What follows belongs to an exercise in optimizing a design on an open flow for small area; a production flow would make more cautious choices.
In this exercise RTL edits were held to simulation tests only and were not proved equivalent to the original.
Power is estimated from default activity; no workload was simulated.

## issue_top
module issue_top (
    input  logic                clk,
    input  logic                rst,
    input  logic                flush,
    input  logic                div_busy,
    input  logic                inst_valid,
    input  logic [1-1:0]    inst_fu,
    input  issue_pkg::op_word_u inst_op,
    input  logic [4-1:0]   inst_rob_tag,
    input  logic                inst_rs1_valid,
    input  logic [4-1:0]   inst_rs1_tag,
    input  logic [32-1:0]    inst_rs1_data,
    input  logic                inst_rs2_valid,
    input  logic [4-1:0]   inst_rs2_tag,
    input  logic [32-1:0]    inst_rs2_data,
    input  logic [32-1:0]    inst_imm,
    input  logic                inst_use_imm,
    output logic                inst_ready,
    input  logic                cdb_valid,
    input  logic [4-1:0]   cdb_tag,
    input  logic [32-1:0]    cdb_data,
    output logic                alu_valid,
    output logic [4-1:0]    alu_op,
    output logic [4-1:0]   alu_rob_tag,
    output logic [32-1:0]    alu_src1,
    output logic [32-1:0]    alu_src2,
    output logic                div_start,
    output logic                div_signed,
    output logic                div_rem,
    output logic [4-1:0]   div_rob_tag,
    output logic [32-1:0]    div_src1,
    output logic [32-1:0]    div_src2
);
For scale: about 1900 cells after synthesis, about 450 flip-flops, ~300 I/O pins, about 20000 um2 of cells after synthesis.
clock: 5.0 ns
lec_check: 0
cap_margin: 20
core_margin: 2
core_utilization: 40
slew_margin: 20
run.sh (not shown) runs the stock make flow with config.mk's settings and CLKGATE_MAP_FILE= SYNTH_SCRIPT=/design/flow/synth_recipe.tcl, a recipe that flattens the netlist after the stock synthesis.
The starting point completed without violations.
Rerun with:
==> flow/flow/run.sh (new file) <==
#!/bin/bash
# Standard layout, with the port buffers made from buf_1 instead of the
# default choice (clkdlybuf4s50_1, which is larger).
set -euo pipefail
export BUFFER_PORTS_ARGS="-buffer_cell sky130_fd_sc_hd__buf_1"
bash standard.sh > standard.log 2>&1
==> flow/standard.sh (new file) <==
#!/bin/bash
# synth_recipe.tcl (not shown) runs the flow's synth.tcl, then flattens the netlist and writes it again
# the make line also repeats each setting of config.mk as NAME=value (left out here)
make -C /OpenROAD-flow-scripts/flow DESIGN_CONFIG=/design/flow/config.mk WORK_HOME=/design/flow/orfs CLKGATE_MAP_FILE= SYNTH_SCRIPT=/design/flow/synth_recipe.tcl "${@:-finish}"
CORE_UTILIZATION = 70   (was 40)
removed: flow/run.sh
Global-route usage is higher by 16 points; total power shrinks by 4.3%; non-clock buffer count increases by 17; clock skew decreases by 0.010 ns; combinational power goes down by 18%; clock power went down by about 5%; area after synthesis stays the same; via count rises by 4.1%.


build 80:
Another version of the RTL of issue_top (not shown whole).
Settings: LEC_CHECK=0, CAP_MARGIN=20, CORE_MARGIN=2, CORE_UTILIZATION=40, CTS_CLUSTER_DIAMETER=60, CTS_CLUSTER_SIZE=40, PLACE_DENSITY=0.7, SLEW_MARGIN=20; clock period 5.0 ns.
standard.sh (not shown) runs the stock make flow with config.mk's settings and CLKGATE_MAP_FILE= SYNTH_SCRIPT=/design/flow/synth_recipe.tcl, a recipe that flattens the netlist after the stock synthesis.
==> flow/flow/run.sh <==
#!/bin/bash
# Standard layout (the standard.sh, standard synthesis unchanged) with two
# changes to how the layout is made:
#  - the port buffers are buf_1 rather than the default clkdlybuf4s50_1;
#  - before floorplanning, combinational cells that synthesis sized up are set
#    back to their smallest drive (downsize.tcl); the flow's own repair steps
#    then upsize where timing, slew or load needs it.
set -euo pipefail
here=$(pwd)
export BUFFER_PORTS_ARGS="-buffer_cell sky130_fd_sc_hd__buf_1"
export PRE_FLOORPLAN_TCL="$here/flow/downsize.tcl"
export CTS_ARGS="-sink_clustering_enable -repair_clock_nets -sink_clustering_size 40 -sink_clustering_max_diameter 60 -dont_use_dummy_load"
bash standard.sh > standard.log 2>&1
==> flow/flow/downsize.tcl <==
# Set every combinational cell that synthesis sized up back to the smallest
# drive of the same function; placement and CTS repair upsize where timing,
# slew or load needs it.
set ds_db [ord::get_db]
set ds_block [[$ds_db getChip] getBlock]
set ds_count 0
foreach ds_inst [$ds_block getInsts] {
  set ds_m [[$ds_inst getMaster] getName]
  if { [regexp {^(sky130_fd_sc_hd__[a-z0-9]+)_([0-9]+)$} $ds_m -> ds_base ds_sz] && $ds_sz > 1 } {
    if { [regexp {df|dl|sdf|edf|clk|tap|fill|decap|conb} $ds_base] } { continue }
    foreach ds_try [list ${ds_base}_1 ${ds_base}_0] {
      if { [$ds_db findMaster $ds_try] != "NULL" && [sta::find_liberty_cell $ds_try] != "NULL" } {
        if { [lsearch -exact $::env(DONT_USE_CELLS) $ds_try] < 0 } {
          replace_cell [$ds_inst getName] $ds_try
          incr ds_count
          break
        }
      }
    }
  }
}
puts "downsize: $ds_count cells set to their smallest drive"
> inputs changed (build 80 -> build 6)
- setting CTS_BUF_LIST to sky130_fd_sc_hd__clkbuf_8 for the first time
- removing PLACE_DENSITY (formerly 0.7)
- changing CTS_CLUSTER_DIAMETER from 60 to 50
- changing CTS_CLUSTER_SIZE from 40 to 30
--- a/flow/flow/run.sh
+++ b/flow/flow/run.sh
@@ -10,4 +10,4 @@
 export BUFFER_PORTS_ARGS="-buffer_cell sky130_fd_sc_hd__buf_1"
 export PRE_FLOORPLAN_TCL="$here/flow/downsize.tcl"
-export CTS_ARGS="-sink_clustering_enable -repair_clock_nets -sink_clustering_size 40 -sink_clustering_max_diameter 60 -dont_use_dummy_load"
+export CTS_ARGS="-sink_clustering_enable -repair_clock_nets -sink_clustering_size 30 -sink_clustering_max_diameter 50 -buf_list sky130_fd_sc_hd__clkbuf_8 -dont_use_dummy_load"
 bash standard.sh > standard.log 2>&1
==> summary.txt <==
- Maximum frequency (build 6 / build 80): 0.949
- Worst setup slack on build 6 is behind build 80.
- Cmp build 6 vs build 80: wire length on met2 higher in build 6
- Power density over cell area, build 6 and build 80: larger value in build 80
[inputs] build 64 vs build 6
- PLACE_DENSITY newly set to 0.7
==> comparison <==
Build 6 ended up with i_div_rs.a2_q[1] as its launching element of the worst setup path; build 64 ended up with i_div_rs.a2_q[0].
In the reports for build 64 and build 6, the smaller ratio of cells with drive above 1 in the final layout belongs to build 64.
Going from build 6 to build 64, fraction of the yosys area taken by sequential cells was more or less identical, final instance count without filler cells level, met1 layer usage reported by global route dropped 0.90 points, routed wire length decreased 1.7%.
Total number of nets in the final design of build 6 is on par with build 64.
Build 64 ended up with sky130_fd_sc_hd__and3_4 as its cell type of the slowest stage on the worst timing path; build 6 ended up with sky130_fd_sc_hd__nor2_4.
Of build 64 and build 6, the lower number of clock buffers in the layout belongs to build 64.
Diff build 64..build 6 | mux contribution to synthesized area | unchanged
The run showing the smaller via count is build 6.
Build 64 vs build 6 — final weighted congestion in routability-driven placement rose about 10%.

port drivers added, routing unchanged:
No port has a modelled driver above. Below, the same layouts with a new extraction and two added sets of constraints.
Step 1 sets driving cells, clkbuf_16 on the clock port and buf_2 on the other inputs (assumed; they add their load-dependent delay and slew).
Step 2 adds t to the input delays and takes it off the output delays; t is the mean of the earliest and latest rising clock arrival at the registers after step 1. Input paths then give back, and output paths get back, about the clock's delay inside the block.
a / b / c = no drivers / after step 1 / after step 2; a / b = the first two.
run | t (ns) | setup WS [ns] | worst setup path after step 2 | worst data-port slew with drivers (ns) | cell pins on the clock port's net
the first run of note 1 | 0.644 | 0.835 / 0.776 / 1.011 | input to register | 0.11 | 1
the second run of note 1 | 0.597 | 1.222 / 1.169 / 1.216 | input to register | 0.08 | 1
build 80 | 0.578 | 1.250 / 1.196 / 1.272 | input to register | 0.08 | 1
build 6 | 0.679 | 1.050 / 0.997 / 1.350 | input to register | 0.10 | 1
build 64 | 0.641 | 1.242 / 1.185 / 1.291 | input to register | 0.08 | 1
After both steps setup and hold are still met in every run listed. The setup slack of the second run of note 1, which loses most, moves by -0.053 ns with the drivers and by -0.006 ns with both steps.
